Context: an optimization exercise on an open-source flow, tuned for small area, a short achievable clock period and few clock cycles. The choices shown serve that exercise and are no tape-out recipe. At most, simulation tests tie the RTL to the original design; equivalence was not proved. No functional check of the RTL was part of runs 2 and 3. Power figures rest on the tool's default switching activity, not on a simulated workload.

**design/flow/constraint.sdc**
```tcl
create_clock -name core_clock -period 8.5 [get_ports {clk_i}]
set_input_delay 1.7000 -clock core_clock [delete_from_list [all_inputs] [get_ports {clk_i}]]
set_output_delay 1.7000 -clock core_clock [all_outputs]
set_load 0.01 [all_outputs]
```
**design/flow/design.v**
```verilog
`timescale 1ns/10ps
module dma_backend #(
  parameter int unsigned MaxOut = 4    
) (
  input  logic        clk_i,
  input  logic        rst_ni,
  input  logic        valid_i,
  input  logic [31:0] req_src_i,
  input  logic [31:0] req_dst_i,
  input  logic [31:0] req_num_bytes_i,
  input  logic        req_serialize_i,
  output logic        ready_o,
  output logic [31:0] ar_addr_o,
  output logic [7:0]  ar_len_o,
  output logic        ar_valid_o,
  input  logic        ar_ready_i,
  output logic [31:0] aw_addr_o,
  output logic [7:0]  aw_len_o,
  output logic        aw_valid_o,
  input  logic        aw_ready_i,
  output logic [31:0] w_data_o,
  output logic        w_last_o,
  output logic        w_valid_o,
  input  logic        w_ready_i,
  input  logic [31:0] r_data_i,
  input  logic        r_last_i,
  input  logic        r_valid_i,
  output logic        r_ready_o,
  input  logic        b_valid_i,
  output logic        b_ready_o,
  output logic        backend_idle_o,
  output logic        trans_complete_o
);
  localparam int unsigned BPtrW = (MaxOut > 1) ? $clog2(MaxOut) : 1;
  logic              free_q;     
  logic              rdy_q;      
  logic              free_d;
  logic              calc_q;     
  logic              ser_q;      
  logic              ar_vld_q;
  logic              aw_vld_q;
  logic [29:0]       src_q;
  logic [29:0]       dst_q;
  logic [29:0]       left_q;
  logic [3:0]        len_q;      
  logic              last_q;     
  logic              ge16;       
  logic              gt16;       
  logic              spe_q;      
  logic              dpe_q;      
  logic              spe_nx;
  logic              dpe_nx;
  logic [3:0]        cap_s;
  logic [3:0]        cap_d;
  logic [3:0]        cap_l;
  logic [3:0]        cap_lr;
  logic              s_le_d;
  logic              s_le_l;
  logic              d_le_l;
  logic              l_le_s;
  logic              l_le_d;
  logic [3:0]        len_d;
  logic              last_d;
  logic [4:0]        beats;
  logic              src_c4;
  logic              dst_c4;
  logic              src_c10;
  logic              dst_c10;
  logic              left_b5;
  logic [5:0]        src_mid_inc;
  logic [5:0]        dst_mid_inc;
  logic [19:0]       src_hi_inc;
  logic [19:0]       dst_hi_inc;
  logic [24:0]       left_hi_dec;
  logic [29:0]       src_nx;
  logic [29:0]       dst_nx;
  logic [29:0]       left_nx;
  logic              req_nz;
  logic              accept;
  logic              issue;
  logic              advance;
  logic              ar_vld_d;
  logic              aw_vld_d;
  logic              bl_mem_q [MaxOut];
  logic [BPtrW:0]    bl_wp_q;
  logic [BPtrW:0]    bl_rp_q;
  logic [BPtrW:0]    bl_wp_inc;
  logic [BPtrW:0]    bl_rp_inc;
  logic              bl_full;
  logic              bl_empty;
  logic              b_fire;
  logic [BPtrW:0]    bl_wp_d;
  logic [BPtrW:0]    bl_rp_d;
  logic              cmp_q;
  logic              cmp_d;
  logic              busy_q;     
  logic              ser_ok;
  assign ge16   = |left_q[29:4];
  assign gt16   = (|left_q[29:5]) | (left_q[4] & (|left_q[3:0]));
  assign cap_s  = spe_q ? ~src_q[3:0] : 4'hf;
  assign cap_d  = dpe_q ? ~dst_q[3:0] : 4'hf;
  assign cap_lr = left_q[3:0] - 4'd1;
  assign cap_l  = ge16 ? 4'hf : cap_lr;
  assign s_le_d = (cap_s <= cap_d);
  assign s_le_l = ge16 | (cap_s <= cap_lr);
  assign d_le_l = ge16 | (cap_d <= cap_lr);
  assign l_le_s = ge16 ? (cap_s == 4'hf) : (cap_lr <= cap_s);
  assign l_le_d = ge16 ? (cap_d == 4'hf) : (cap_lr <= cap_d);
  assign len_d  = (s_le_d & s_le_l) ? cap_s : (~s_le_d & d_le_l) ? cap_d : cap_l;
  assign last_d = ~gt16 & l_le_s & l_le_d;
  assign beats  = {1'b0, len_q} + 5'd1;
  assign src_c4  = (len_q >= ~src_q[3:0]);
  assign dst_c4  = (len_q >= ~dst_q[3:0]);
  assign src_c10 = src_c4 & (&src_q[9:4]);
  assign dst_c10 = dst_c4 & (&dst_q[9:4]);
  assign left_b5 = ({1'b0, left_q[3:0]} <= {1'b0, len_q}) & ~left_q[4];
  always_comb begin
    for (int i = 0; i < 6; i++) begin
      src_mid_inc[i] = src_q[4+i] ^ (&(src_q[9:4] | ~((6'd1 << i) - 6'd1)));
      dst_mid_inc[i] = dst_q[4+i] ^ (&(dst_q[9:4] | ~((6'd1 << i) - 6'd1)));
    end
    for (int i = 0; i < 20; i++) begin
      src_hi_inc[i] = src_q[10+i] ^ (&(src_q[29:10] | ~((20'd1 << i) - 20'd1)));
      dst_hi_inc[i] = dst_q[10+i] ^ (&(dst_q[29:10] | ~((20'd1 << i) - 20'd1)));
    end
    for (int i = 0; i < 25; i++) begin
      left_hi_dec[i] = left_q[5+i] ^ ~(|(left_q[29:5] & ((25'd1 << i) - 25'd1)));
    end
  end
  assign src_nx  = {src_c10 ? src_hi_inc : src_q[29:10],
                    src_c4 ? src_mid_inc : src_q[9:4],
                    src_q[3:0] + len_q + 4'd1};
  assign dst_nx  = {dst_c10 ? dst_hi_inc : dst_q[29:10],
                    dst_c4 ? dst_mid_inc : dst_q[9:4],
                    dst_q[3:0] + len_q + 4'd1};
  assign left_nx = {left_b5 ? left_hi_dec : left_q[29:5],
                    left_q[4:0] - {1'b0, len_q} - 5'd1};
  assign spe_nx  = src_c4 ? (src_q[9:4] == 6'd62) : (&src_q[9:4]);
  assign dpe_nx  = dst_c4 ? (dst_q[9:4] == 6'd62) : (&dst_q[9:4]);
  assign req_nz  = |req_num_bytes_i[31:2];
  assign accept  = rdy_q & valid_i & req_nz;
  assign ser_ok  = ~ser_q | bl_empty;
  assign issue   = calc_q & ~bl_full & ser_ok;
  assign advance = ~free_q & ~calc_q & ~ar_vld_q & ~aw_vld_q;
  assign ar_vld_d = issue | (ar_vld_q & ~ar_ready_i);
  assign aw_vld_d = issue | (aw_vld_q & ~aw_ready_i);
  always_comb begin
    free_d = free_q;
    if (free_q) begin
      free_d = ~accept;
    end else if (ar_vld_q | aw_vld_q) begin
      free_d = last_q & ~ar_vld_d & ~aw_vld_d;
    end
  end
  always_ff @(posedge clk_i or negedge rst_ni) begin
    if (!rst_ni) begin
      free_q   <= 1'b1;
      rdy_q    <= 1'b0;
      calc_q   <= 1'b0;
      ar_vld_q <= 1'b0;
      aw_vld_q <= 1'b0;
    end else begin
      free_q   <= free_d;
      rdy_q    <= free_d;
      ar_vld_q <= ar_vld_d;
      aw_vld_q <= aw_vld_d;
      if (free_q) begin
        calc_q <= accept;
      end else if (calc_q) begin
        calc_q <= ~issue;
      end else if (!ar_vld_q && !aw_vld_q) begin
        calc_q <= 1'b1;
      end
    end
  end
  always_ff @(posedge clk_i) begin
    if (free_q) begin
      src_q  <= req_src_i[31:2];
      dst_q  <= req_dst_i[31:2];
      left_q <= req_num_bytes_i[31:2];
      ser_q  <= req_serialize_i;
      spe_q  <= &req_src_i[11:6];
      dpe_q  <= &req_dst_i[11:6];
    end else if (advance) begin
      src_q  <= src_nx;
      dst_q  <= dst_nx;
      left_q <= left_nx;
      spe_q  <= spe_nx;
      dpe_q  <= dpe_nx;
    end else if (issue) begin
      ser_q  <= 1'b0;
    end
    if (issue) begin
      len_q  <= len_d;
      last_q <= last_d;
    end
  end
  assign ar_addr_o  = {src_q, 2'b00};
  assign aw_addr_o  = {dst_q, 2'b00};
  assign ar_len_o   = {4'd0, len_q};
  assign aw_len_o   = {4'd0, len_q};
  assign ar_valid_o = ar_vld_q;
  assign aw_valid_o = aw_vld_q;
  assign ready_o    = rdy_q;
  assign b_ready_o = 1'b1;
  assign bl_full   = (bl_wp_q == (bl_rp_q ^ {1'b1, BPtrW'(0)}));
  assign bl_empty  = (bl_wp_q == bl_rp_q);
  assign bl_wp_inc = bl_wp_q + 1'b1;
  assign bl_rp_inc = bl_rp_q + 1'b1;
  assign b_fire    = b_valid_i & ~bl_empty;
  assign cmp_d     = b_fire & bl_mem_q[bl_rp_q[BPtrW-1:0]];
  assign bl_wp_d   = issue ? bl_wp_inc : bl_wp_q;
  assign bl_rp_d   = b_fire ? bl_rp_inc : bl_rp_q;
  always_ff @(posedge clk_i or negedge rst_ni) begin
    if (!rst_ni) begin
      bl_wp_q  <= '0;
      bl_rp_q  <= '0;
      cmp_q    <= 1'b0;
      busy_q   <= 1'b0;
    end else begin
      bl_wp_q  <= bl_wp_d;
      bl_rp_q  <= bl_rp_d;
      cmp_q    <= cmp_d;
      busy_q   <= ~free_d | (bl_wp_d != bl_rp_d);
    end
  end
  always_ff @(posedge clk_i) begin
    for (int unsigned i = 0; i < MaxOut; i++) begin
      if (issue && bl_wp_q[BPtrW-1:0] == BPtrW'(i)) begin
        bl_mem_q[i] <= last_d;
      end
    end
  end
  assign trans_complete_o = cmp_q;
  assign backend_idle_o   = ~busy_q;
  logic              w_vld_q;
  logic [32:0]       w_q;
  logic              skid_vld_q;
  logic              skid_vld_d;
  logic              r_rdy_q;    
  logic [32:0]       skid_q;
  logic              out_free;
  logic              r_fire;
  assign out_free = ~w_vld_q | w_ready_i;
  assign r_fire   = r_valid_i & r_rdy_q;
  assign skid_vld_d = skid_vld_q ? ~out_free : (r_fire & ~out_free);
  always_ff @(posedge clk_i or negedge rst_ni) begin
    if (!rst_ni) begin
      w_vld_q    <= 1'b0;
      skid_vld_q <= 1'b0;
      r_rdy_q    <= 1'b0;
    end else begin
      w_vld_q    <= ~out_free | skid_vld_q | r_fire;
      skid_vld_q <= skid_vld_d;
      r_rdy_q    <= ~skid_vld_d;
    end
  end
  always_ff @(posedge clk_i) begin
    if (!skid_vld_q) begin
      skid_q <= {r_last_i, r_data_i};
    end
    if (out_free) begin
      w_q <= skid_vld_q ? skid_q : {r_last_i, r_data_i};
    end
  end
  assign w_valid_o = w_vld_q;
  assign w_data_o  = w_q[31:0];
  assign w_last_o  = w_q[32];
  assign r_ready_o = r_rdy_q;
endmodule
```
**design/flow/standard.sh**
```bash
#!/bin/bash
# synth_recipe.tcl (not shown) runs the flow's synth.tcl, then flattens the netlist and writes it again
# the make line also repeats each setting of config.mk as NAME=value (left out here)
make -C /OpenROAD-flow-scripts/flow DESIGN_CONFIG=/design/flow/config.mk WORK_HOME=/design/flow/orfs CLKGATE_MAP_FILE= SYNTH_SCRIPT=/design/flow/synth_recipe.tcl "${@:-finish}"
```
**design/flow/flow/run.sh**
```bash
#!/bin/bash
# standard layout; timing repair aims below the clock period, ports buffered with buf_1
bash standard.sh SETUP_SLACK_MARGIN=5.6 "BUFFER_PORTS_ARGS=-buffer_cell sky130_fd_sc_hd__buf_1" finish > standard.log 2>&1
```
**design/flow/config.mk**
```make
export PLATFORM = sky130hd
export DESIGN_NAME = dma_backend
export DESIGN_NICKNAME = dma_backend
export VERILOG_FILES = /design/flow/design.v
export SDC_FILE = /design/flow/constraint.sdc
export NUM_CORES = 4
export LEC_CHECK = 0
export CAP_MARGIN = 20
export CORE_MARGIN = 2
export CORE_UTILIZATION = 65
export PLACE_DENSITY = 0.75
export SLEW_MARGIN = 20
```
==> qor.csv, run 1 <==
metric,value,unit
status,timing/DRC/antenna clean,
pwr-share-seq,42.0,%
slew_headroom,31.0,%
dp_cells,1202,
timing.fmax,0.353,GHz
postSynth.asyncResetShare,8.70,%
cellLeakagePower,4.27,nW
first_pass_iters,7,
vias_per_cell,5.64,
synth_area_leaders,"edfxtp_1 (43%), ha_1 (7.6%), dfxtp_1 (7.0%)",
reg2reg_to,dst_q[22]$_DFFE_PP_,
num_rows,43,
synth_edf_count,135,
area.growth.synth_to_final,18.1,%
die_x,124,um
cts.htree.levels,4,
num_vias,6996,
cp.required,6800,ps
dp_hpwl,15.7,mm
synthAdderAreaFrac,8.24,%
r2r_start,len_q[0]$_DFFE_PP_,
peakVddDrop,0.209,mV
grt_overflow,0,
final_antenna_net_count,0,
finalCriticalPeriod,2840,ps
antenna_found_initial,1,
worstSetupPathType,flop to output pin,
synth_top_area_share,43.2,%
tns,0,ps
cts_tree,yes,
rsz0062_at_grt,yes,
crit_chain,buf_1,
core,14000,um2
start_kind,flop,
clockBufferDepth,2,
grt_pass1_vias,6818,
grt_pass1_wl,33.0,mm
netlist_area,9390,um2
swShare,40.6,%
syn_area_per_cell,11.6,um2
initialDrtViolationCount,664,
max_cap_violations,0,
powerDensity,393,nW/um2
cts_sinks,184,
cp_top_family,flip-flops,
clk_latency,430,ps
intPower,2.59,mW
cpPeakStageDelay,520,ps
gp_congestion,0.889,
crit_buf_inv,1,
ios,259,
yosys.area_share.simple,11.6,%
synth_cell_types,59,
synth_xor_xnor_area_share,6.13,%
synth_top_cell_by_area,edfxtp_1,
portBuffers,239,
drive_gt1_share,10.7,%
synth_top_cells_by_count,"edfxtp_1 (135), nand2_1 (100), o21ai_0 (73)",
hold_class,flop to flop,
r2r_setup_slack,5730,ps
synth_top_family_by_area,simple AND/OR/NAND/NOR gates,
crit_slowest_cell,edfxtp_1,
grt_start_max_net_pins,91,
cts-hold-fix-buffers,0,
wirelength,21.4,mm
nNetsFinal,1244,
synthFlopType,edfxtp_1,
cts_inserted_buffers,17,
critPathMaxFanout,5,
worst_slew_pin_slew,1030,ps
comb_power_share,40.6,%
finalSetupViolations,0,
power.switching,1.77,mW
finalClockSkew,9.94,ps
drc,0,
final_cell_count_no_fill,1240,
fin_crit_sh,33.4,%
synth_seq_cells,184,
die-height,124,um
pwr-share-clk,17.4,%
initial_core_util,67.1,%
critPathLaunch,len_q[3]$_DFFE_PP_,
muxShareOfSynthArea,7.01,%
netlist_instances,808,
cts-root-buf,clkbuf_16,
cp.depth,1,
synth_compound_area_share,8.33,%
crit_end,aw_len_o[3],
dieArea,15400,um2
grtUsageTotal,28.5,%
clkTransAtPathRegs,70,ps
end_kind,output pin,
finalHoldViolCount,0,
yosysMostFrequentCell,edfxtp_1,
yosysSeqAreaShare,54.5,%
crit_arrival,1140,ps
finalMaxSlewViolations,0,
reg2reg_depth,7,
ys_warn_count,2,
wl_per_cell,17.3,um
## power by group through the flow
stage                     sequential [mW]  clock (mW)  combinational, mW
after floorplan                      1.81           0               1.20
after global placement               1.82           0               1.67
after detailed placement             1.83           0               1.72
after CTS                            1.82       0.763               1.73
after global routing                 1.88       0.802               2.00
final                                1.83       0.759               1.77
## registers in the layout (all words and copies together), names as in the netlist, 3 cells and up
name	flops
skid_q	33
w_q	33
dst_q	30
left_q	30
src_q	30
bl_mem_q	4
len_q	4
bl_rp_q	3
bl_wp_q	3
## layer usage
layer	global-route usage [%]	wire length (um)	part of all wire (%)	up-vias
li1	-	-	-	3370
met1	34.7	8500	40	3290
met2	47.0	10500	49	292
met3	9.89	1850	8.6	44
met4	10.8	603	2.8	0
met5	0	0	0	-
## timing repair
action | 4_1_cts | 5_1_grt
gates resized for setup | 2 | 7
endpoints found under the setup margin | 1 | 75
pin swaps | 0 | 2
cloned | 0 | 1
setup buffers | 0 | 4
## logic make-up after synthesis
family / after synthesis
AO/OA/AOI/OAI: 132
AND/OR/NAND/NOR: 221
multiplexers: 58
buffers and inverters: 87
XOR/XNOR: 64
flip-flops: 184
other: 2
adder cells (fa/ha/maj): 60
## final cells by class
type | count | area [um2]
inverters | 47 | 180
multi-input cells | 549 | 4040
flip-flops and latches | 184 | 5120
diodes | 1 | 2.50
well taps | 180 | 225
clock buffers | 19 | 433
repair buffers | 247 | 957
clock inverters | 13 | 131
fillers | 955 | 2900
## stage by stage
stage	area [um2]	hold slack [ps]	utilization [%]	setup slack, ps	power (mW)
6_report	11100	475	79.2	5660	4.35
4_1_cts	11000	475	78.6	5610	4.31
5_1_grt	11100	488	79.2	5490	4.68
2_1_floorplan	9460	446	-	5570	3.01
3_5_place_dp	10400	458	74.5	5120	3.55
3_3_place_gp	10400	451	74.5	5100	3.49
## how the worst min path moves through the flow
stage / start / endpoint / slack, ps / cells after the start
final: skid_q[11]$_DFF_P_ / skid_q[11]$_DFF_P_ / 470 / 1
after detailed placement: skid_q[29]$_DFF_P_ / skid_q[29]$_DFF_P_ / 460 / 1
after global routing: skid_q[4]$_DFF_P_ / skid_q[4]$_DFF_P_ / 490 / 1
after global placement: skid_q[8]$_DFF_P_ / skid_q[8]$_DFF_P_ / 450 / 1
after CTS: skid_q[29]$_DFF_P_ / skid_q[29]$_DFF_P_ / 480 / 1
after floorplan: skid_q[0]$_DFF_P_ / skid_q[0]$_DFF_P_ / 450 / 1
## placed cells by master, fill, tap and decap left out, types with 3 or more instances in the layout
cell       count
o21ai_0       73
conb_1        13
xor2_1        20
or3_1          4
nor4_2         5
dfxtp_1       33
inv_1         46
o31a_1         3
edfxtp_1     135
or4_1          4
buf_4          8
a21o_1         6
nor4_1        10
inv_4          3
buf_1        239
nor2b_1        4
a21oi_1       20
nand3_1       10
inv_8          4
ha_1          57
clkbuf_16     17
nand2_1      100
dfrtp_1       15
o31ai_4        4
fa_1           3
and2_1        14
nor2_1        26
xnor2_1       41
o31ai_1        3
a222oi_1       4
and3_1         7
nand4_1       12
nor3_1         8
mux2_2        52
mux2i_1        5
and4_1         6
o21a_1         4
Testbench counts, summed over its fixed seeds: cycles 36,136.
==> inputs of run 2 (changes only) <==
--- a/design/flow/design.v
+++ b/design/flow/design.v
@@ -66,13 +66,9 @@
   logic              dst_c4;
-  logic              src_c10;
-  logic              dst_c10;
   logic              left_b5;
-  logic [5:0]        src_mid_inc;
-  logic [5:0]        dst_mid_inc;
-  logic [19:0]       src_hi_inc;
-  logic [19:0]       dst_hi_inc;
-  logic [24:0]       left_hi_dec;
-  logic [29:0]       src_nx;
-  logic [29:0]       dst_nx;
-  logic [29:0]       left_nx;
+  logic [29:4]       src_tg;     
+  logic [29:4]       dst_tg;
+  logic [29:5]       left_tg;
+  logic [3:0]        src_lo_nx;
+  logic [3:0]        dst_lo_nx;
+  logic [4:0]        left_lo_nx;
   logic              req_nz;
@@ -113,26 +109,15 @@
   assign dst_c4  = (len_q >= ~dst_q[3:0]);
-  assign src_c10 = src_c4 & (&src_q[9:4]);
-  assign dst_c10 = dst_c4 & (&dst_q[9:4]);
   assign left_b5 = ({1'b0, left_q[3:0]} <= {1'b0, len_q}) & ~left_q[4];
   always_comb begin
-    for (int i = 0; i < 6; i++) begin
-      src_mid_inc[i] = src_q[4+i] ^ (&(src_q[9:4] | ~((6'd1 << i) - 6'd1)));
-      dst_mid_inc[i] = dst_q[4+i] ^ (&(dst_q[9:4] | ~((6'd1 << i) - 6'd1)));
-    end
-    for (int i = 0; i < 20; i++) begin
-      src_hi_inc[i] = src_q[10+i] ^ (&(src_q[29:10] | ~((20'd1 << i) - 20'd1)));
-      dst_hi_inc[i] = dst_q[10+i] ^ (&(dst_q[29:10] | ~((20'd1 << i) - 20'd1)));
-    end
-    for (int i = 0; i < 25; i++) begin
-      left_hi_dec[i] = left_q[5+i] ^ ~(|(left_q[29:5] & ((25'd1 << i) - 25'd1)));
-    end
-  end
-  assign src_nx  = {src_c10 ? src_hi_inc : src_q[29:10],
-                    src_c4 ? src_mid_inc : src_q[9:4],
-                    src_q[3:0] + len_q + 4'd1};
-  assign dst_nx  = {dst_c10 ? dst_hi_inc : dst_q[29:10],
-                    dst_c4 ? dst_mid_inc : dst_q[9:4],
-                    dst_q[3:0] + len_q + 4'd1};
-  assign left_nx = {left_b5 ? left_hi_dec : left_q[29:5],
-                    left_q[4:0] - {1'b0, len_q} - 5'd1};
+    for (int i = 4; i < 30; i++) begin
+      src_tg[i] = src_c4 & (&(src_q | ~((30'd1 << i) - 30'd16)));
+      dst_tg[i] = dst_c4 & (&(dst_q | ~((30'd1 << i) - 30'd16)));
+    end
+    for (int i = 5; i < 30; i++) begin
+      left_tg[i] = left_b5 & ~(|(left_q & ((30'd1 << i) - 30'd32)));
+    end
+  end
+  assign src_lo_nx  = src_q[3:0] + len_q + 4'd1;
+  assign dst_lo_nx  = dst_q[3:0] + len_q + 4'd1;
+  assign left_lo_nx = left_q[4:0] - {1'b0, len_q} - 5'd1;
   assign spe_nx  = src_c4 ? (src_q[9:4] == 6'd62) : (&src_q[9:4]);
@@ -184,5 +169,12 @@
     end else if (advance) begin
-      src_q  <= src_nx;
-      dst_q  <= dst_nx;
-      left_q <= left_nx;
+      src_q[3:0]  <= src_lo_nx;
+      dst_q[3:0]  <= dst_lo_nx;
+      left_q[4:0] <= left_lo_nx;
+      for (int i = 4; i < 30; i++) begin
+        if (src_tg[i]) src_q[i] <= ~src_q[i];
+        if (dst_tg[i]) dst_q[i] <= ~dst_q[i];
+      end
+      for (int i = 5; i < 30; i++) begin
+        if (left_tg[i]) left_q[i] <= ~left_q[i];
+      end
       spe_q  <= spe_nx;
==> qor.csv, run 2 <==
metric,value,unit,change
status,timing/DRC/antenna clean,,
end_kind,output pin,,
whs,475,ps,-0.297 ps
ys_warn_count,2,,unchanged
crit_chain,"buf_4, buf_1",,
layout_commonest_cell,buf_1,,
finalHoldViolCount,0,,unchanged
grt_pass1_vias,6631,,-2.7%
finalClockSkew,8.39,ps,-1.55 ps
reg2reg_depth,6,,-1
finalMaxSlewViolations,0,,unchanged
synth_top_cell_by_area,edfxtp_1,,
cpPeakStageDelay,460,ps,-60 ps
finalCriticalPeriod,2900,ps,+62.9 ps
synth_area_leaders,"edfxtp_1 (45%), dfxtp_1 (7.3%), o21ai_0 (6.7%)",,
synth_cell_types,57,,-3.4%
cp_top_family,flip-flops,,
fillers,937,,-1.9%
timing.fmax,0.345,GHz,-2.2%
finalSetupViolations,0,,unchanged
critPathLaunch,len_q[1]$_DFFE_PP_,,
die-height,122,um,-2.0%
synthFlopType,edfxtp_1,,
clkTransAtPathRegs,70,ps,about the same
gp_congestion,0.879,,-1.1%
vias_per_cell,5.68,,+0.64%
drive_gt1_share,12.1,%,+1.4 points
grtUsageTotal,28.1,%,-0.38 points
cts-root-buf,clkbuf_16,,
cts.htree.levels,4,,unchanged
crit_buf_inv,2,,+1
num_vias,7120,,+1.8%
synth_edf_count,135,,unchanged
fin_ws,5600,ps,-62.9 ps
cts_inserted_buffers,17,,unchanged
drc,0,,unchanged
cts_sinks,184,,unchanged
grt_overflow,0,,unchanged
syn_area_per_cell,10.9,um2,-6.1%
cts-hold-fix-buffers,0,,unchanged
cts_tree,yes,,
slew_headroom,34.7,%,+3.7 points
cp.depth,2,,+1
synth_top_area_share,45.0,%,+1.8 points
area.growth.synth_to_final,19.7,%,
die_x,122,um,-2.0%
powerDensity,399,nW/um2,+1.6%
initialDrtViolationCount,494,,-26%
dieArea,14800,um2,-3.9%
clk_latency,440,ps,about the same
max_cap_violations,0,,unchanged
final_antenna_net_count,0,,unchanged
peakVddDrop,0.223,mV,+6.3%
min_delay_path_depth,1,,unchanged
grt_start_max_net_pins,111,,+22%
cp.required,6800,ps,about the same
worst_slew_pin_slew,980,ps,-55.1 ps
min_from,skid_q[25]$_DFF_P_,,
portBuffers,239,,unchanged
crit_slowest_cell,edfxtp_1,,
synth_top_cells_by_count,"nand2_1 (154), edfxtp_1 (135), o21ai_0 (120)",,
clockBufferDepth,2,,unchanged
start_kind,flop,,
mostFrequentLayoutCells,"buf_1 (239), nand2_1 (154), edfxtp_1 (135)",,
ios,259,,unchanged
pre_cts_slack,5010,ps,-115 ps
largestRegisters,"skid_q (33), w_q (33)",,
postSynth.asyncResetShare,8.70,%,unchanged
netlist_instances,826,,+2.2%
cellLeakagePower,4.18,nW,-2.2%
core,13700,um2,-1.9%
synth_seq_cells,184,,unchanged
initial_core_util,65.7,%,-1.4 points
postLayoutCellArea,10800,um2,-2.7%
nNetsFinal,1236,,-0.64%
r2r_start,left_q[16]$_DFFE_PP_,,
rsz0062_at_grt,yes,,
num_antenna_cells,0,,-1
crit_arrival,1200,ps,+60 ps
grt_pass1_wl,32.3,mm,-2.3%
num_rows,43,,unchanged
wl_per_cell,16.7,um,-3.3%
hold_class,flop to flop,,
tns,0,ps,unchanged
antenna_found_initial,0,,-1
wirelength,20.9,mm,-2.2%
yosysSeqAreaShare,56.8,%,+2.3 points
dp_cells,1208,,+0.50%
worstSetupPathType,flop to output pin,,
critPathMaxFanout,4,,-1
first_pass_iters,5,,-2
placed_area,9960,um2,-4.4%
netlist_area,9010,um2,-4.0%
fin_crit_sh,34.1,%,+0.74 points
yosysMostFrequentCell,nand2_1,,
dp_hpwl,15.0,mm,-4.6%
final_cell_count_no_fill,1254,,+1.1%
run 2: cell types whose count changed after synthesis, sizes merged, moves of 12 or more:
| cell | previous run | this run |
|---|---|---|
| xor2 | 22 | 10 |
| o21ai | 74 | 121 |
| xnor2 | 42 | 10 |
| inv | 46 | 33 |
| mux2 | 52 | 36 |
| ha | 57 | 34 |
| nand2 | 100 | 154 |
run 2: cell families after synthesis:
family          count (synthesis)  share of synthesized area [%]
simple gates                  272                           14.2
compound gates                190                           12.8
flops                         184                           56.8
buf+inv                        85                           4.26
fa+ha+maj                      37                           5.39
mux                            36                           4.50
xor+xnor                       20                           1.94
other cells                     2                         0.0834
run 2: what timing repair did:
item                                    4_1_cts  5_1_grt
resized for setup                            10       14
endpoints found under the setup margin       35       27
pin swaps                                     2        6
setup buffers                                 4       10
run 2: power by group:
part	total (mW)	leakage, nW	internal [mW]	switching (mW)
sequential	1.81	1.81	1.47	0.345
clock	0.804	0.303	0.421	0.382
combinational	1.69	2.06	0.666	1.02
run 2: worst paths after layout:
path                                      end  slack [ps]
setup reg to reg           len_q[2]$_DFFE_PP_        5650
max in group asynchronous   w_vld_q$_DFF_PN0_        6500
setup / recovery                  ar_len_o[1]        5600
hold / removal             skid_q[25]$_DFF_P_         470
min in group asynchronous  ar_vld_q$_DFF_PN0_        1400
hold reg to reg            skid_q[25]$_DFF_P_         470
run 2: area by class of cell:
class	count	area (um2)	area share [%]
Sequential cell	184	5120	47.5
Tap cell	180	225	2.09
Clock buffer	19	464	4.30
Multi-Input combinational cell	568	3670	34.0
Inverter	34	130	1.21
Timing Repair Buffer	256	1020	9.50
Clock inverter	13	151	1.40
run 2: worst reg2reg max path, stage by stage (launching register included):
cell and delay [ps]:
edfxtp_1 400, or4_4 560, or3b_4 440, or4_4 570
o21a_4 260, nor2b_1 130, a221o_1 250
run 2: per-layer routing:
layer  routed length, um  global-route usage (%)
met2               10300                    46.4
met4                 422                    9.20
met3                1380                    6.88
met5                   0                       0
met1                8820                    37.0
run 2: metrics by stage:
stage / power [mW] / utilization, %
floorplan: 2.91 / -
global placement: 3.35 / 72.6
detailed placement: 3.40 / 72.6
CTS: 4.24 / 77.7
global route: 4.61 / 78.6
finish: 4.30 / 78.6
==> inputs of run 3 (changes only) <==
==> design/flow/flow/run.sh (replaced) <==
#!/bin/bash
# standard layout; timing repair aims below the clock period, ports buffered with buf_1
bash standard.sh SETUP_SLACK_MARGIN=5.7 "BUFFER_PORTS_ARGS=-buffer_cell sky130_fd_sc_hd__buf_1" finish > standard.log 2>&1
==> qor.csv, run 3 <==
metric,value,unit,change
die-height,122,um,unchanged
finalMaxSlewViolations,0,,unchanged
finalClockSkew,5.12,ps,-3.27 ps
ios,259,,unchanged
powerDensity,399,nW/um2,about the same
holdPathEnd,skid_q[27]$_DFF_P_,,
cts_tree,yes,,
synth_edf_count,135,,unchanged
finalCriticalPeriod,2850,ps,-48.0 ps
end_kind,flop,,
synth_top_cells_by_count,"nand2_1 (154), edfxtp_1 (135), o21ai_0 (120)",,
dieArea,14800,um2,unchanged
timing.fmax,0.351,GHz,+1.7%
cts-root-buf,clkbuf_16,,
first_pass_iters,5,,unchanged
cts_sinks,184,,unchanged
antenna_found_initial,0,,unchanged
final_antenna_net_count,0,,unchanged
fin_crit_sh,33.5,%,-0.57 points
synth_cell_types,57,,unchanged
synth_area_leaders,"edfxtp_1 (45%), dfxtp_1 (7.3%), o21ai_0 (6.7%)",,
initialDrtViolationCount,469,,-5.1%
grtUsageTotal,28.2,%,+0.11 points
area.growth.synth_to_final,21.8,%,
min_delay_path_depth,1,,unchanged
core,13700,um2,unchanged
yosysMostFrequentCell,nand2_1,,
cellLeakagePower,4.26,nW,+2.1%
largestRegisters,"skid_q (33), w_q (33)",,
ys_warn_count,2,,unchanged
start_kind,flop,,
reg2reg_to,len_q[0]$_DFFE_PP_,,
cp_top_family,simple AND/OR/NAND/NOR gates,,
fillers,942,,+0.53%
cts_inserted_buffers,17,,unchanged
finalHoldViolCount,0,,unchanged
hold_class,flop to flop,,
syn_area_per_cell,10.9,um2,unchanged
die_x,122,um,unchanged
netlist_area,9010,um2,unchanged
rsz0062_at_grt,yes,,
worstSetupPathType,flop to flop,,
peakVddDrop,0.214,mV,-4.0%
dp_hpwl,14.9,mm,-0.74%
mostFrequentLayoutCells,"buf_1 (237), nand2_1 (153), edfxtp_1 (135)",,
synth_top_area_share,45.0,%,unchanged
grt_overflow,0,,unchanged
gp_congestion,0.885,,+0.67%
netlist_instances,826,,unchanged
finalSetupViolations,0,,unchanged
status,timing/DRC/antenna clean,,
clockBufferDepth,2,,unchanged
nNetsFinal,1255,,+1.5%
crit_arrival,3110,ps,+1910 ps
drive_gt1_share,14.6,%,+2.5 points
synth_top_cell_by_area,edfxtp_1,,
postSynth.asyncResetShare,8.70,%,unchanged
tns,0,ps,unchanged
worst_slew_pin_slew,870,ps,-110 ps
yosysSeqAreaShare,56.8,%,unchanged
slew_headroom,42.0,%,+7.3 points
min_from,skid_q[27]$_DFF_P_,,
synthFlopType,edfxtp_1,,
grt_pass1_vias,6822,,+2.9%
vias_per_cell,5.64,,-0.59%
critPathMaxFanout,4,,unchanged
crit_chain,"or4_4, or3b_4, or4_4, o21a_4, a32o_1, a21oi_1",,
num_rows,43,,unchanged
synth_seq_cells,184,,unchanged
cp.required,8760,ps,+1960 ps
crit_slowest_cell,or4_4,,
cpMostUsedCell,or4_4,,
cpPeakStageDelay,580,ps,+120 ps
cts.htree.levels,4,,unchanged
max_cap_violations,0,,unchanged
drc,0,,unchanged
grt_start_max_net_pins,106,,-4.5%
grt_pass1_wl,32.3,mm,+0.30%
wirelength,21.3,mm,+1.9%
wl_per_cell,16.7,um,+0.32%
clk_latency,430,ps,about the same
crit_buf_inv,0,,-2
initial_core_util,65.7,%,unchanged
power.total,4.38,mW,+1.8%
portBuffers,239,,unchanged
layout_commonest_cell,buf_1,,
r2r_setup_slack,5650,ps,about the same
clkTransAtPathRegs,70,ps,about the same
num_vias,7191,,+1.0%
reg2reg_depth,6,,unchanged
r2r_start,left_q[16]$_DFFE_PP_,,
==> run 3: cell counts after synthesis <==
Identical to the previous run, type by type.
==> run 3: how the worst max path moves through the flow <==
stage	startpoint	endpoint	slack, ps	cells after the start
after floorplan	len_q[0]$_DFFE_PP_	dst_q[29]$_DFFE_PP_	5690	10
after global placement	req_num_bytes_i[4]	busy_q$_DFF_PN0_	5020	6
after detailed placement	req_num_bytes_i[4]	busy_q$_DFF_PN0_	5060	6
after CTS	left_q[17]$_DFFE_PP_	len_q[3]$_DFFE_PP_	5670	6
after global routing	left_q[16]$_DFFE_PP_	len_q[2]$_DFFE_PP_	5620	6
final	left_q[16]$_DFFE_PP_	len_q[0]$_DFFE_PP_	5650	6
==> run 3: where the power goes <==
group / internal [mW] / switching [mW]
Combinational: 0.735 / 1.07
Sequential: 1.47 / 0.345
Clock: 0.411 / 0.350
==> run 3: area by class of cell <==
cell class | instances | area (um2) | area share [%]
diodes | 1 | 2.50 | 0.0228
clock buffers | 18 | 429 | 3.91
clock inverters | 14 | 136 | 1.24
inverters | 34 | 128 | 1.16
multi-input cells | 568 | 3750 | 34.2
flip-flops and latches | 184 | 5120 | 46.7
well taps | 180 | 225 | 2.05
repair buffers | 275 | 1180 | 10.7
==> run 3: metrics by stage <==
step	instance area [um2]	instances	utilization [%]	hold WS [ps]	setup WS (ps)
2_1_floorplan	9070	837	-	446	5690
3_3_place_gp	9960	1208	72.6	451	5020
3_5_place_dp	9960	1208	72.6	459	5060
4_1_cts	10700	1253	78.1	475	5670
5_1_grt	11000	1273	79.9	489	5620
6_report	11000	1274	80.0	475	5650
==> run 3: cell families (layout without fill, tap and decap cells) <==
family / after synthesis / in the layout / synth area share (%)
AOI/OAI and AO/OA: 190 / 190 / 12.8
xor gates and xnor gates: 20 / 20 / 1.94
adders and majority gates: 37 / 37 / 5.39
buffers and inverters: 85 / 341 / 4.26
DFF: 184 / 184 / 56.8
muxes: 36 / 36 / 4.50
other: 2 / 14 / 0.0834
and+or+nand+nor: 272 / 272 / 14.2
==> run 3: timing repair <==
item                                    4_1_cts  5_1_grt
buffers inserted                             13       19
hold endpoints to repair                      0        0
hold buffers                                  0        0
resized for setup                            16       20
pin swaps                                     5       21
endpoints found under the setup margin       45       69
==> run 3: routing by layer <==
layer  vias up  GRT usage (%)  part of all wire, %
met4         0           11.2                  2.3
li1       3476              -                    -
met5         -              0                    0
met1      3421           35.7                   41
met3        40           7.07                  6.8
met2       254           47.0                   50
==> inputs of run 4 (changes only) <==
--- a/design/flow/design.v
+++ b/design/flow/design.v
@@ -48,6 +48,2 @@
   logic              gt16;       
-  logic              spe_q;      
-  logic              dpe_q;      
-  logic              spe_nx;
-  logic              dpe_nx;
   logic [3:0]        cap_s;
@@ -95,4 +91,4 @@
   assign gt16   = (|left_q[29:5]) | (left_q[4] & (|left_q[3:0]));
-  assign cap_s  = spe_q ? ~src_q[3:0] : 4'hf;
-  assign cap_d  = dpe_q ? ~dst_q[3:0] : 4'hf;
+  assign cap_s  = (&src_q[9:4]) ? ~src_q[3:0] : 4'hf;
+  assign cap_d  = (&dst_q[9:4]) ? ~dst_q[3:0] : 4'hf;
   assign cap_lr = left_q[3:0] - 4'd1;
@@ -122,4 +118,2 @@
   assign left_lo_nx = left_q[4:0] - {1'b0, len_q} - 5'd1;
-  assign spe_nx  = src_c4 ? (src_q[9:4] == 6'd62) : (&src_q[9:4]);
-  assign dpe_nx  = dst_c4 ? (dst_q[9:4] == 6'd62) : (&dst_q[9:4]);
   assign req_nz  = |req_num_bytes_i[31:2];
@@ -166,4 +160,2 @@
       ser_q  <= req_serialize_i;
-      spe_q  <= &req_src_i[11:6];
-      dpe_q  <= &req_dst_i[11:6];
     end else if (advance) begin
@@ -179,4 +171,2 @@
       end
-      spe_q  <= spe_nx;
-      dpe_q  <= dpe_nx;
     end else if (issue) begin
==> design/flow/flow/run.sh (replaced) <==
#!/bin/bash
# standard layout; timing repair aims below the clock period, ports buffered with buf_1
bash standard.sh SETUP_SLACK_MARGIN=5.6 "BUFFER_PORTS_ARGS=-buffer_cell sky130_fd_sc_hd__buf_1" finish > standard.log 2>&1
==> qor.csv, run 4 <==
metric,value,unit,change
comb_power_share,36.4,%,-4.9 points
power.switching,1.55,mW,-12%
cellLeakagePower,4.14,nW,-3.0%
r2r_start,dst_q[0]$_DFFE_PP_,,
finalHoldViolCount,0,,unchanged
reg2reg_to,dst_q[12]$_DFFE_PP_,,
layout_commonest_cell,buf_1,,
max_cap_violations,0,,unchanged
cts_inserted_buffers,17,,unchanged
dp_hpwl,15.4,mm,+3.8%
grtUsageTotal,29.2,%,+0.99 points
finalCriticalPeriod,2860,ps,+7.15 ps
yosys.area_share.simple,13.2,%,-1.0 points
ys_warn_count,2,,unchanged
clockBufferDepth,2,,unchanged
timing.fmax,0.350,GHz,-0.25%
critPathLaunch,dst_q[4]$_DFFE_PP_,,
antenna_found_initial,0,,unchanged
synth_top_cells_by_count,"edfxtp_1 (133), nand2_1 (126), o21ai_0 (110)",,
worst_slew_pin_slew,906,ps,+35.5 ps
synthAdderAreaFrac,5.27,%,-0.12 points
muxShareOfSynthArea,5.55,%,+1.0 points
crit_end,aw_addr_o[6],,
fin_crit_sh,33.6,%,+0.084 points
intPower,2.38,mW,-8.8%
crit_arrival,1160,ps,-1950 ps
cp.required,6800,ps,-1960 ps
largestRegisters,"skid_q (33), w_q (33)",,
synth_cell_types,59,,+3.5%
status,timing/DRC/antenna clean,,
portBuffers,239,,unchanged
num_rows,42,,-2.3%
cts_tree,yes,,
end_kind,output pin,,
yosysMostFrequentCell,edfxtp_1,,
powerDensity,366,nW/um2,-8.5%
grt_overflow,0,,unchanged
synth_top_cell_by_area,edfxtp_1,,
mostFrequentLayoutCells,"buf_1 (239), edfxtp_1 (133), nand2_1 (123)",,
slew_headroom,39.6,%,-2.4 points
nNetsFinal,1213,,-3.3%
die-height,121,um,-0.42%
cts_sinks,182,,-1.1%
final_cell_count_no_fill,1229,,-3.5%
ios,259,,unchanged
swShare,39.4,%,-0.99 points
gp_congestion,0.914,,+3.4%
vias_per_cell,5.80,,+2.8%
final_antenna_net_count,0,,unchanged
cts.htree.levels,4,,unchanged
reg2reg_depth,10,,+4
r2r_setup_slack,5660,ps,about the same
synth_top_area_share,44.7,%,-0.28 points
postSynth.asyncResetShare,8.79,%,+0.096 points
start_kind,flop,,
synthFlopType,edfxtp_1,,
first_pass_iters,5,,unchanged
netlist_area,8930,um2,-0.88%
netlist_instances,798,,-3.4%
dp_cells,1170,,-3.1%
wl_per_cell,17.8,um,+6.2%
dieArea,14700,um2,-0.84%
synth_xor_xnor_area_share,2.02,%,+0.073 points
peakVddDrop,0.220,mV,+3.1%
die_x,121,um,-0.42%
grt_pass1_vias,6760,,-0.91%
rsz0062_at_grt,yes,,
fillers,900,,-4.5%
synth_top_family_by_area,simple AND/OR/NAND/NOR gates,,
num_vias,7133,,-0.81%
synth_area_leaders,"edfxtp_1 (45%), dfxtp_1 (7.4%), o21ai_0 (6.2%)",,
area.growth.synth_to_final,20.4,%,
worstSetupPathType,flop to output pin,,
wirelength,21.9,mm,+2.5%
finalMaxSlewViolations,0,,unchanged
finalSetupViolations,0,,unchanged
synth_seq_cells,182,,-1.1%
finalClockSkew,10.3,ps,+5.19 ps
pwr-share-seq,44.1,%,+2.8 points
power.total,3.93,mW,-10%
synth_edf_count,133,,-1.5%
critPathMaxFanout,3,,-1
clk_latency,440,ps,about the same
clkTransAtPathRegs,70,ps,about the same
initial_core_util,66.9,%,+1.2 points
core,13300,um2,-2.7%
drive_gt1_share,14.4,%,-0.20 points
yosysSeqAreaShare,56.6,%,-0.17 points
drc,0,,unchanged
grt_start_max_net_pins,117,,+10%
cts-root-buf,clkbuf_16,,
syn_area_per_cell,11.2,um2,+2.6%
tns,0,ps,unchanged
cts-hold-fix-buffers,0,,unchanged
synth_compound_area_share,12.8,%,about the same
initialDrtViolationCount,753,,+61%
grt_pass1_wl,33.1,mm,+2.4%
pwr-share-clk,19.5,%,+2.1 points
num_antenna_cells,0,,-1
hold_class,flop to flop,,
run 4: changes by cell type after synthesis, moves of 3 or more:
| cell | change |
|---|---|
| or2_2 | +3 |
| or3_1 | +3 |
| a21o_1 | +4 |
| nor2_1 | -6 |
| mux2i_1 | +3 |
| nand3_1 | -3 |
| clkbuf_1 | +5 |
| o21ai_0 | -10 |
| mux2_2 | +4 |
| and3_1 | -3 |
| nand4_1 | -4 |
| nand2_1 | -28 |
| o41ai_1 | +6 |
| o221ai_2 | +3 |
run 4: cell families (layout without fill, tap and decap cells):
family,after synthesis,after routing
flip-flops,182,182
XOR/XNOR,19,19
adder cells (fa/ha/maj),36,36
AND/OR/NAND/NOR,239,239
buffers and inverters,89,333
AO/OA/AOI/OAI,187,187
multiplexers,44,44
other,2,13
run 4: critical path, stage by stage, from the launching register on:
cell	delay [ps]
edfxtp_1	430
buf_4	170
buf_1	130
run 4: power groups by stage:
| stage | clock [mW] | sequential, mW | combinational (mW) |
|---|---|---|---|
| after floorplan | 0 | 1.69 | 0.894 |
| after global placement | 0 | 1.73 | 1.21 |
| after detailed placement | 0 | 1.75 | 1.27 |
| after CTS | 0.771 | 1.73 | 1.35 |
| after global routing | 0.809 | 1.78 | 1.58 |
| final | 0.768 | 1.73 | 1.43 |
run 4: cell type report:
type	instances	area, um2	share of cell area (%)
repair buffers	269	1130	10.5
flip-flops and latches	182	5060	47.0
well taps	176	220	2.05
clock buffers	18	439	4.08
clock inverters	14	131	1.22
multi-input cells	538	3660	34.0
inverters	32	120	1.12
run 4: timing repair:
action,CTS,global route
resized for setup,12,18
pin swaps,4,6
buffers inserted,14,13
setup endpoints to repair,26,30
run 4: worst min-delay path by stage:
stage	start	endpoint	slack, ps	depth (start not counted)
floorplan	skid_q[23]$_DFF_P_	skid_q[23]$_DFF_P_	450	1
global placement	skid_q[29]$_DFF_P_	skid_q[29]$_DFF_P_	450	1
detailed placement	skid_q[6]$_DFF_P_	skid_q[6]$_DFF_P_	460	1
CTS	skid_q[6]$_DFF_P_	skid_q[6]$_DFF_P_	480	1
global route	skid_q[27]$_DFF_P_	skid_q[27]$_DFF_P_	490	1
finish	skid_q[27]$_DFF_P_	skid_q[27]$_DFF_P_	480	1
run 4: metal layers:
layer | share of wire, % | vias to the layer above | wire [um] | global-route usage, %
met4 | 2.3 | 0 | 507 | 9.55
met2 | 50 | 288 | 11000 | 48.9
met5 | 0 | - | 0 | 0
met1 | 40 | 3435 | 8800 | 37.9
li1 | - | 3367 | - | -
met3 | 7.1 | 43 | 1550 | 6.86
run 4: stage by stage:
step           cell area [um2]  hold WS, ps  worst slack, ps  util [%]
6_report                 10800          476             5640      80.6
5_1_grt                  10800          487             5560      80.6
4_1_cts                  10600          479             5600      79.2
3_5_place_dp              9840          462             5030      73.8
3_3_place_gp              9840          451             5040      73.8
2_1_floorplan             8980          446             5620         -
Testbench counts of run 4, summed over its fixed seeds: cycles 36,136.
==> inputs of run 5 (changes only) <==
--- a/design/flow/design.v
+++ b/design/flow/design.v
@@ -59,3 +59,2 @@
   logic              last_d;
-  logic [4:0]        beats;
   logic              src_c4;
@@ -102,3 +101,2 @@
   assign last_d = ~gt16 & l_le_s & l_le_d;
-  assign beats  = {1'b0, len_q} + 5'd1;
   assign src_c4  = (len_q >= ~src_q[3:0]);
--- a/design/flow/config.mk
+++ b/design/flow/config.mk
@@ -10,2 +10,3 @@
 export CORE_UTILIZATION = 65
+export CTS_BUF_LIST = sky130_fd_sc_hd__clkbuf_8
 export PLACE_DENSITY = 0.75
==> qor.csv, run 5 <==
metric,value,unit,change
cp_top_family,flip-flops,,
powerDensity,355,nW/um2,-3.0%
nNetsFinal,1223,,+0.82%
intPower,2.25,mW,-5.4%
max_cap_violations,0,,unchanged
cts-hold-fix-buffers,0,,unchanged
crit_slowest_cell,edfxtp_1,,
final_cell_count_no_fill,1239,,+0.81%
initial_core_util,66.9,%,unchanged
clockBufferDepth,2,,unchanged
swShare,40.6,%,+1.2 points
crit_arrival,1210,ps,+50 ps
worst_slew_pin_slew,910,ps,+4.71 ps
peakVddDrop,0.263,mV,+19%
synth_cell_types,59,,unchanged
r2r_setup_slack,5660,ps,about the same
grt_pass1_vias,6764,,+0.059%
core,13300,um2,unchanged
finalSetupViolations,0,,unchanged
cellLeakagePower,4.11,nW,-0.56%
min_from,skid_q[27]$_DFF_P_,,
synth_top_cells_by_count,"edfxtp_1 (133), nand2_1 (126), o21ai_0 (110)",,
cp.depth,2,,unchanged
postSynth.asyncResetShare,8.79,%,unchanged
num_rows,42,,unchanged
synth_seq_cells,182,,unchanged
rsz0062_at_grt,yes,,
drive_gt1_share,16.2,%,+1.7 points
crit_buf_inv,2,,unchanged
slew_headroom,39.3,%,-0.31 points
clk_latency,470,ps,+30 ps
fin_util,80.2,%,-0.42 points
initialDrtViolationCount,735,,-2.4%
cpPeakStageDelay,450,ps,+20 ps
timing.fmax,0.344,GHz,-1.7%
netlist_instances,798,,unchanged
antenna_found_initial,0,,unchanged
pre_cts_slack,5030,ps,unchanged
worstSetupPathType,flop to output pin,,
critPathMaxFanout,4,,+1
gp_congestion,0.914,,unchanged
cp.required,6800,ps,about the same
cts.htree.levels,4,,unchanged
min_delay_path_depth,1,,unchanged
wirelength,21.7,mm,-0.65%
synth_edf_count,133,,unchanged
pwr-share-clk,15.1,%,-4.4 points
die_x,121,um,unchanged
mostFrequentLayoutCells,"buf_1 (236), edfxtp_1 (133), nand2_1 (124)",,
ios,259,,unchanged
layout_commonest_cell,buf_1,,
grt_pass1_wl,32.8,mm,-0.88%
start_kind,flop,,
yosysSeqAreaShare,56.6,%,unchanged
cts_tree,yes,,
fin_crit_sh,34.2,%,+0.57 points
num_vias,7142,,+0.13%
reg2reg_depth,11,,+1
pwr-share-seq,45.5,%,+1.4 points
portBuffers,239,,unchanged
dieArea,14700,um2,unchanged
die-height,121,um,unchanged
hold_class,flop to flop,,
clkTransAtPathRegs,100,ps,+30 ps
drc,0,,unchanged
synth_area_leaders,"edfxtp_1 (45%), dfxtp_1 (7.4%), o21ai_0 (6.2%)",,
ys_warn_count,2,,unchanged
largestRegisters,"skid_q (33), w_q (33)",,
yosysMostFrequentCell,edfxtp_1,,
comb_power_share,39.5,%,+3.1 points
grtUsageTotal,28.8,%,-0.48 points
grt_overflow,0,,unchanged
cts-root-buf,clkbuf_8,,
synthFlopType,edfxtp_1,,
holdPathEnd,skid_q[27]$_DFF_P_,,
first_pass_iters,5,,unchanged
area.growth.synth_to_final,19.8,%,
dp_cells,1170,,unchanged
cts_inserted_buffers,17,,unchanged
synth_top_cell_by_area,edfxtp_1,,
reg2reg_to,len_q[0]$_DFFE_PP_,,
vias_per_cell,5.76,,-0.68%
tns,0,ps,unchanged
r2r_start,left_q[0]$_DFFE_PP_,,
finalClockSkew,20.8,ps,+10.5 ps
end_kind,output pin,,
finalMaxSlewViolations,0,,unchanged
status,timing/DRC/antenna clean,,
netlist_area,8930,um2,unchanged
finalCriticalPeriod,2910,ps,+48.8 ps
power.switching,1.54,mW,-0.57%
finalHoldViolCount,0,,unchanged
num_antenna_cells,0,,unchanged
crit_chain,"buf_4, buf_1",,
dp_hpwl,15.4,mm,unchanged
cts_sinks,182,,unchanged
fillers,903,,+0.33%
fin_ws,5590,ps,-48.8 ps
wl_per_cell,17.5,um,-1.5%
grt_start_max_net_pins,117,,unchanged
final_antenna_net_count,0,,unchanged
syn_area_per_cell,11.2,um2,unchanged
synth_top_area_share,44.7,%,unchanged
## run 5: stage by stage
stage | area [um2] | power (mW) | hold slack, ps
after floorplan | 8980 | 2.59 | 446
after global placement | 9840 | 2.94 | 451
after detailed placement | 9840 | 3.02 | 462
after CTS | 10400 | 3.64 | 485
after global routing | 10700 | 4.04 | 494
final | 10700 | 3.79 | 482
## run 5: power by group through the flow
| stage | sequential [mW] | clock (mW) | combinational (mW) |
|---|---|---|---|
| after floorplan | 1.69 | 0 | 0.894 |
| after global placement | 1.73 | 0 | 1.21 |
| after detailed placement | 1.75 | 0 | 1.27 |
| after CTS | 1.72 | 0.573 | 1.35 |
| after global routing | 1.77 | 0.611 | 1.65 |
| final | 1.72 | 0.571 | 1.50 |
## run 5: timing repair
action	CTS	global route
pin swaps	4	8
endpoints found under the hold margin	0	0
buffers inserted	14	23
gates cloned	0	0
resized for setup	11	33
setup endpoints to repair	26	37
## run 5: routing by layer
layer | vias up | track usage (%) | wire [um]
li1 | 3386 | - | -
met3 | 36 | 6.77 | 1470
met2 | 261 | 48.6 | 11000
met4 | 0 | 7.69 | 381
met1 | 3459 | 37.6 | 8840
met5 | - | 0 | 0
## run 5: area by class of cell
| class | count | area (um2) | share of cell area [%] |
|---|---|---|---|
| Multi-Input combinational cell | 538 | 3700 | 34.6 |
| Clock inverter | 14 | 131 | 1.23 |
| Inverter | 32 | 120 | 1.12 |
| Tap cell | 176 | 220 | 2.06 |
| Clock buffer | 18 | 248 | 2.32 |
| Sequential cell | 182 | 5060 | 47.3 |
| Timing Repair Buffer | 279 | 1220 | 11.4 |
## run 5: worst register-to-register path, delay by kind of cell (launching register included)
kind	cells	cell delay [ps]
simple gates	4	830
flops	1	450
buf+inv	2	330
compound gates	2	320
mux	1	320
fa+ha+maj	1	260
xor+xnor	1	170
## run 5: cells by family (layout without fill, tap and decap cells)
kind of cell	Yosys count	in the layout	synth area share, %
compound gates	187	187	12.8
fa+ha+maj	36	36	5.27
flops	182	182	56.6
simple gates	239	239	13.2
xor+xnor	19	19	2.02
buf+inv	89	343	4.46
other cells	2	13	0.0841
mux	44	44	5.55
## run 5: worst max-delay path by stage
| stage | start | end | slack, ps |
|---|---|---|---|
| final | dst_q[4]$_DFFE_PP_ | aw_addr_o[6] | 5590 |
| after global routing | dst_q[4]$_DFFE_PP_ | aw_addr_o[6] | 5550 |
| after CTS | len_q[1]$_DFFE_PP_ | aw_len_o[1] | 5580 |
| after detailed placement | dst_q[4]$_DFFE_PP_ | len_q[0]$_DFFE_PP_ | 5030 |
| after global placement | req_num_bytes_i[2] | busy_q$_DFF_PN0_ | 5040 |
| after floorplan | dst_q[4]$_DFFE_PP_ | len_q[2]$_DFFE_PP_ | 5620 |
Testbench counts of run 5, summed over its fixed seeds: cycles 36,136.
==> inputs of run 6 (changes only) <==
--- a/design/flow/config.mk
+++ b/design/flow/config.mk
@@ -10,3 +10,2 @@
 export CORE_UTILIZATION = 65
-export CTS_BUF_LIST = sky130_fd_sc_hd__clkbuf_8
 export PLACE_DENSITY = 0.75
==> qor.csv, run 6 <==
metric,value,unit,change
dr_wl_met2,11.0,mm,-0.31%
fillers,900,,-0.33%
finalMaxSlewViolations,0,,unchanged
cts_tree,yes,,
cpPeakStageDelay,430,ps,-20 ps
grtUsageTotal,29.2,%,+0.48 points
die-height,121,um,unchanged
clkTransAtPathRegs,70,ps,-30 ps
crit_arrival,1160,ps,-50 ps
ys_warn_count,2,,unchanged
mostFrequentLayoutCells,"buf_1 (239), edfxtp_1 (133), nand2_1 (123)",,
synth_top_cell_by_area,edfxtp_1,,
clk_latency,440,ps,-30 ps
fin_crit_sh,33.6,%,-0.57 points
first_pass_iters,5,,unchanged
ios,259,,unchanged
initial_core_util,66.9,%,unchanged
max_cap_violations,0,,unchanged
wl_met1,8.80,mm,-0.41%
synthFlopType,edfxtp_1,,
syn_area_per_cell,11.2,um2,unchanged
cellLeakagePower,4.14,nW,+0.56%
fin_util,80.6,%,+0.42 points
portBuffers,239,,unchanged
nNetsFinal,1213,,-0.82%
finalCriticalPeriod,2860,ps,-48.8 ps
num_rows,42,,unchanged
top_layer,met4,,
powerDensity,366,nW/um2,+3.1%
synth_top_cells_by_count,"edfxtp_1 (133), nand2_1 (126), o21ai_0 (110)",,
synth_edf_count,133,,unchanged
wl_per_cell,17.8,um,+1.5%
critPathMaxFanout,3,,-1
timing.fmax,0.350,GHz,+1.7%
grt_overflow,0,,unchanged
yosysSeqAreaShare,56.6,%,unchanged
num_vias,7133,,-0.13%
num_antenna_cells,0,,unchanged
finalSetupViolations,0,,unchanged
worst_slew_pin_slew,906,ps,-4.71 ps
drive_gt1_share,14.4,%,-1.7 points
core,13300,um2,unchanged
area.growth.synth_to_final,20.4,%,
power.total,3.93,mW,+3.7%
crit_chain,"buf_4, buf_1",,
wl_met3,1.55,mm,+6.0%
status,timing/DRC/antenna clean,,
synth_cell_types,59,,unchanged
initialDrtViolationCount,753,,+2.4%
synth_area_leaders,"edfxtp_1 (45%), dfxtp_1 (7.4%), o21ai_0 (6.2%)",,
grt_start_max_net_pins,117,,unchanged
start_kind,flop,,
gp_congestion,0.914,,unchanged
drc,0,,unchanged
hold_class,flop to flop,,
antenna_found_initial,0,,unchanged
clockBufferDepth,2,,unchanged
tns,0,ps,unchanged
layout_commonest_cell,buf_1,,
synth_seq_cells,182,,unchanged
grt_pass1_vias,6760,,-0.059%
crit_slowest_cell,edfxtp_1,,
peakVddDrop,0.220,mV,-16%
netlist_instances,798,,unchanged
r2r_setup_slack,5660,ps,about the same
grt_pass1_wl,33.1,mm,+0.88%
die_x,121,um,unchanged
yosysMostFrequentCell,edfxtp_1,,
worstSetupPathType,flop to output pin,,
end_kind,output pin,,
slew_headroom,39.6,%,+0.31 points
vias_per_cell,5.80,,+0.69%
largestRegisters,"skid_q (33), w_q (33)",,
cts_sinks,182,,unchanged
finalClockSkew,10.3,ps,-10.5 ps
synth_top_area_share,44.7,%,unchanged
dp_cells,1170,,unchanged
cp.required,6800,ps,about the same
netlist_area,8930,um2,unchanged
final_antenna_net_count,0,,unchanged
cts_inserted_buffers,17,,unchanged
rsz0062_at_grt,yes,,
dp_hpwl,15.4,mm,unchanged
wirelength,21.9,mm,+0.66%
postSynth.asyncResetShare,8.79,%,unchanged
dieArea,14700,um2,unchanged
final_cell_count_no_fill,1229,,-0.81%
finalHoldViolCount,0,,unchanged
cts-root-buf,clkbuf_16,,
cts.htree.levels,4,,unchanged
## run 6: stage by stage
stage	setup WS (ps)	hold slack (ps)	area, um2
global placement	5040	451	9840
floorplan	5620	446	8980
finish	5640	476	10800
CTS	5600	479	10600
global route	5560	487	10800
detailed placement	5030	462	9840
## run 6: final timing paths
kind / start / to / depth (start not counted)
worst max-delay path: dst_q[4]$_DFFE_PP_ / aw_addr_o[6] / 2
worst min-delay path: skid_q[27]$_DFF_P_ / skid_q[27]$_DFF_P_ / 1
worst max register to register: dst_q[0]$_DFFE_PP_ / dst_q[12]$_DFFE_PP_ / 10
worst min register to register: skid_q[27]$_DFF_P_ / skid_q[27]$_DFF_P_ / 1
max in group asynchronous: rst_ni / rdy_q$_DFF_PN0_ / 1
min in group asynchronous: rst_ni / bl_rp_q[2]$_DFF_PN0_ / 1
## run 6: layout make-up
| type | instances | area, um2 | share of cell area (%) |
|---|---|---|---|
| Multi-Input combinational cell | 538 | 3660 | 34.0 |
| Tap cell | 176 | 220 | 2.05 |
| Clock buffer | 18 | 439 | 4.08 |
| Inverter | 32 | 120 | 1.12 |
| Sequential cell | 182 | 5060 | 47.0 |
| Clock inverter | 14 | 131 | 1.22 |
| Timing Repair Buffer | 269 | 1130 | 10.5 |
## run 6: critical path: cells and delay by family (launching register included)
family	cells	cell delay [ps]
buf+inv	2	300
flops	1	430
## run 6: timing repair
action	4_1_cts	5_1_grt
setup buffers	14	13
pin swaps	4	6
resized for setup	12	18
endpoints found under the setup margin	26	30
hold buffers	0	0
## run 6: where the power goes
group / internal (mW) / switching [mW]
sequential: 1.41 / 0.322
clock: 0.395 / 0.372
combinational: 0.579 / 0.853
## run 6: kinds of logic after synthesis
group,count (synthesis),synth area share (%)
multiplexers,44,5.55
flip-flops,182,56.6
buffers and inverters,89,4.46
other,2,0.0841
AND/OR/NAND/NOR,239,13.2
AO/OA/AOI/OAI,187,12.8
adder cells (fa/ha/maj),36,5.27
XOR/XNOR,19,2.02
## run 6: layer usage
layer | vias to the layer above | global-route usage [%]
li1 | 3367 | -
met1 | 3435 | 37.9
met2 | 288 | 48.9
met3 | 43 | 6.86
met4 | 0 | 9.55
met5 | - | 0
==> inputs of run 7 (changes only) <==
--- a/design/flow/config.mk
+++ b/design/flow/config.mk
@@ -9,4 +9,4 @@
 export CORE_MARGIN = 2
-export CORE_UTILIZATION = 65
-export PLACE_DENSITY = 0.75
+export CORE_UTILIZATION = 60
+export PLACE_DENSITY = 0.7
 export SLEW_MARGIN = 20
==> qor.csv, run 7 <==
metric,value,unit,change
cp.required,6800,ps,about the same
grt_pass1_vias,6841,,+1.2%
wirelength,21.6,mm,-1.4%
finalHoldViolCount,0,,unchanged
synth_compound_area_share,12.8,%,unchanged
rsz0062_at_grt,yes,,
slew_headroom,37.7,%,-1.9 points
fillers,1089,,+21%
finalMaxSlewViolations,0,,unchanged
synth_top_cells_by_count,"edfxtp_1 (133), nand2_1 (126), o21ai_0 (110)",,
power.switching,1.55,mW,+0.31%
clkTransAtPathRegs,70,ps,about the same
powerDensity,368,nW/um2,+0.63%
synth_cell_types,59,,unchanged
gp_congestion,0.892,,-2.4%
vias_per_cell,5.68,,-2.1%
cts_inserted_buffers,17,,unchanged
postLayoutCellArea,10800,um2,+0.37%
synth_top_cell_by_area,edfxtp_1,,
synth_edf_count,133,,unchanged
ios,259,,unchanged
initialDrtViolationCount,491,,-35%
antenna_found_initial,0,,unchanged
grtUsageTotal,26.4,%,-2.8 points
crit_buf_inv,3,,+1
cts-root-buf,clkbuf_16,,
cts_tree,yes,,
finalSetupViolations,0,,unchanged
die-height,126,um,+3.9%
yosysSeqAreaShare,56.6,%,unchanged
ys_warn_count,2,,unchanged
critPathMaxFanout,4,,+1
clk_latency,440,ps,about the same
mostFrequentLayoutCells,"buf_1 (239), edfxtp_1 (133), nand2_1 (123)",,
cts.htree.levels,4,,unchanged
cts-hold-fix-buffers,0,,unchanged
start_kind,flop,,
crit_slowest_cell,edfxtp_1,,
nNetsFinal,1210,,-0.25%
swShare,39.1,%,-0.27 points
synth_area_leaders,"edfxtp_1 (45%), dfxtp_1 (7.4%), o21ai_0 (6.2%)",,
muxShareOfSynthArea,5.55,%,unchanged
fin_crit_sh,35.1,%,+1.5 points
drive_gt1_share,15.2,%,+0.80 points
largestRegisters,"skid_q (33), w_q (33)",,
yosys.area_share.simple,13.2,%,unchanged
postSynth.asyncResetShare,8.79,%,unchanged
cellLeakagePower,4.14,nW,about the same
synth_top_area_share,44.7,%,unchanged
grt_overflow,0,,unchanged
netlist_instances,798,,unchanged
synthFlopType,edfxtp_1,,
cts_sinks,182,,unchanged
comb_power_share,36.9,%,+0.5 points
drc,0,,unchanged
peakVddDrop,0.241,mV,+9.3%
timing.fmax,0.335,GHz,-4.2%
area.growth.synth_to_final,20.9,%,
fin_util,74.3,%,-6.3 points
dp_cells,1178,,+0.68%
synth_seq_cells,182,,unchanged
tns,0,ps,unchanged
placed_area,9850,um2,+0.10%
final_cell_count_no_fill,1234,,+0.41%
hold_class,flop to flop,,
cpPeakStageDelay,440,ps,about the same
dieArea,15900,um2,+8.1%
synthAdderAreaFrac,5.27,%,unchanged
num_vias,7014,,-1.7%
wl_per_cell,17.5,um,-1.8%
die_x,126,um,+3.9%
finalCriticalPeriod,2980,ps,+126 ps
num_antenna_cells,0,,unchanged
portBuffers,239,,unchanged
status,timing/DRC/antenna clean,,
intPower,2.42,mW,+1.5%
cpMostUsedCell,buf_4,,
crit_arrival,1280,ps,+120 ps
end_kind,output pin,,
core,14500,um2,+8.9%
synth_xor_xnor_area_share,2.02,%,unchanged
finalClockSkew,13.3,ps,+2.99 ps
netlist_area,8930,um2,unchanged
num_rows,44,,+4.8%
pwr-share-seq,43.2,%,-0.9 points
synth_top_family_by_area,simple AND/OR/NAND/NOR gates,,
grt_pass1_wl,33.7,mm,+1.7%
crit_chain,"buf_4, buf_4, buf_1",,
initial_core_util,61.4,%,-5.5 points
grt_start_max_net_pins,116,,-0.85%
worstSetupPathType,flop to output pin,,
worst_slew_pin_slew,934,ps,+28.7 ps
max_cap_violations,0,,unchanged
clockBufferDepth,2,,unchanged
dp_hpwl,15.5,mm,+0.34%
layout_commonest_cell,buf_1,,
cp_top_family,flip-flops,,
pwr-share-clk,19.9,%,+0.4 points
first_pass_iters,5,,unchanged
final_antenna_net_count,0,,unchanged
yosysMostFrequentCell,edfxtp_1,,
syn_area_per_cell,11.2,um2,unchanged
## run 7: cell families after synthesis
| family | Yosys count |
|---|---|
| other cells | 2 |
| flops | 182 |
| fa+ha+maj | 36 |
| mux | 44 |
| simple gates | 239 |
| buf+inv | 89 |
| compound gates | 187 |
| xor+xnor | 19 |
## run 7: final cells by class
type	instances	area, um2	area share [%]
Sequential cell	182	5060	46.9
Clock buffer	18	429	3.98
Tap cell	184	230	2.13
Multi-Input combinational cell	538	3700	34.3
Clock inverter	14	156	1.45
Timing Repair Buffer	266	1100	10.2
Inverter	32	120	1.11
## run 7: power groups by stage
| stage | logic, mW | registers (mW) | clock network (mW) |
|---|---|---|---|
| floorplan | 0.894 | 1.69 | 0 |
| global placement | 1.24 | 1.71 | 0 |
| detailed placement | 1.30 | 1.73 | 0 |
| CTS | 1.37 | 1.71 | 0.798 |
| global route | 1.62 | 1.76 | 0.828 |
| finish | 1.46 | 1.72 | 0.792 |
## run 7: final timing paths
path | startpoint | endpoint | slack [ps] | cells after the start
min in group asynchronous | rst_ni | busy_q$_DFF_PN0_ | 1360 | 1
setup / recovery | dst_q[4]$_DFFE_PP_ | aw_addr_o[6] | 5520 | 3
hold / removal | skid_q[25]$_DFF_P_ | skid_q[25]$_DFF_P_ | 480 | 1
max in group asynchronous | rst_ni | aw_vld_q$_DFF_PN0_ | 6600 | 1
setup reg to reg | dst_q[8]$_DFFE_PP_ | len_q[0]$_DFFE_PP_ | 5680 | 10
hold reg to reg | skid_q[25]$_DFF_P_ | skid_q[25]$_DFF_P_ | 480 | 1
## run 7: metrics by stage
step / worst slack [ps] / total power, mW / hold slack, ps
5_1_grt: 5470 / 4.21 / 486
3_3_place_gp: 4960 / 2.95 / 451
4_1_cts: 5610 / 3.88 / 476
3_5_place_dp: 4980 / 3.03 / 459
2_1_floorplan: 5620 / 2.59 / 446
6_report: 5520 / 3.97 / 476
## run 7: routing by layer
layer  track usage [%]  vias to the layer above  share of wire [%]
met5                 0                        -                  0
met4              8.73                        0                2.3
met3              6.97                       38                7.0
met2              44.4                      268                 50
met1              33.6                     3346                 41
li1                  -                     3362                  -
## run 7: what timing repair did
| action | CTS | global route |
|---|---|---|
| pin swaps | 5 | 10 |
| setup buffers | 16 | 8 |
| resized for setup | 11 | 30 |
| endpoints found under the setup margin | 28 | 32 |
## run 7: worst register-to-register path, cell delays in order (launching register included)
cell and delay (ps):
edfxtp_1 400, nand4_1 200, nor2_4 190, and2_4 180, ha_4 190, nor2b_4 130, o31ai_4 260, a21oi_2 70
or4b_4 570, mux2_4 320, o221ai_2 170

## port drivers added, routing unchanged
Ports are ideal in the flow. The routed layouts listed here were re-timed in OpenROAD.
Step 1 (the two cells are an assumption about what drives the block):
set clk [get_ports {clk_i}]
set_driving_cell -lib_cell sky130_fd_sc_hd__clkbuf_16 $clk
set_driving_cell -lib_cell sky130_fd_sc_hd__buf_2 [delete_from_list [all_inputs] $clk]
Step 2, shift: input delay + t, output delay - t, t = (earliest + latest rising clock arrival at the registers) / 2. This alone moves slack from input paths to output paths.
Slacks: ideal / step 1 / step 2; pairs: ideal / step 1.
run | t (ns) | setup WS [ns] | latest minus earliest clock arrival (ns) | worst slew at a driven data input, ns
run 1 | 0.475 | 5.664 / 5.619 / 5.217 | 0.010 / 0.010 | 0.07
run 2 | 0.475 | 5.601 / 5.559 / 5.226 | 0.010 / 0.010 | 0.06
run 3 | 0.468 | 5.649 / 5.649 / 5.216 | 0.006 / 0.006 | 0.07
run 4 | 0.475 | 5.642 / 5.601 / 5.226 | 0.010 / 0.010 | 0.06
run 5 | 0.496 | 5.593 / 5.558 / 5.225 | 0.021 / 0.021 | 0.06
run 6 | 0.475 | 5.642 / 5.601 / 5.226 | 0.010 / 0.010 | 0.06
run 7 | 0.474 | 5.516 / 5.475 / 5.296 | 0.018 / 0.018 | 0.06
After both steps setup and hold are still met in every run listed. The setup slack of run 1, which loses most, moves by -0.045 ns with the drivers and by -0.447 ns with both steps.
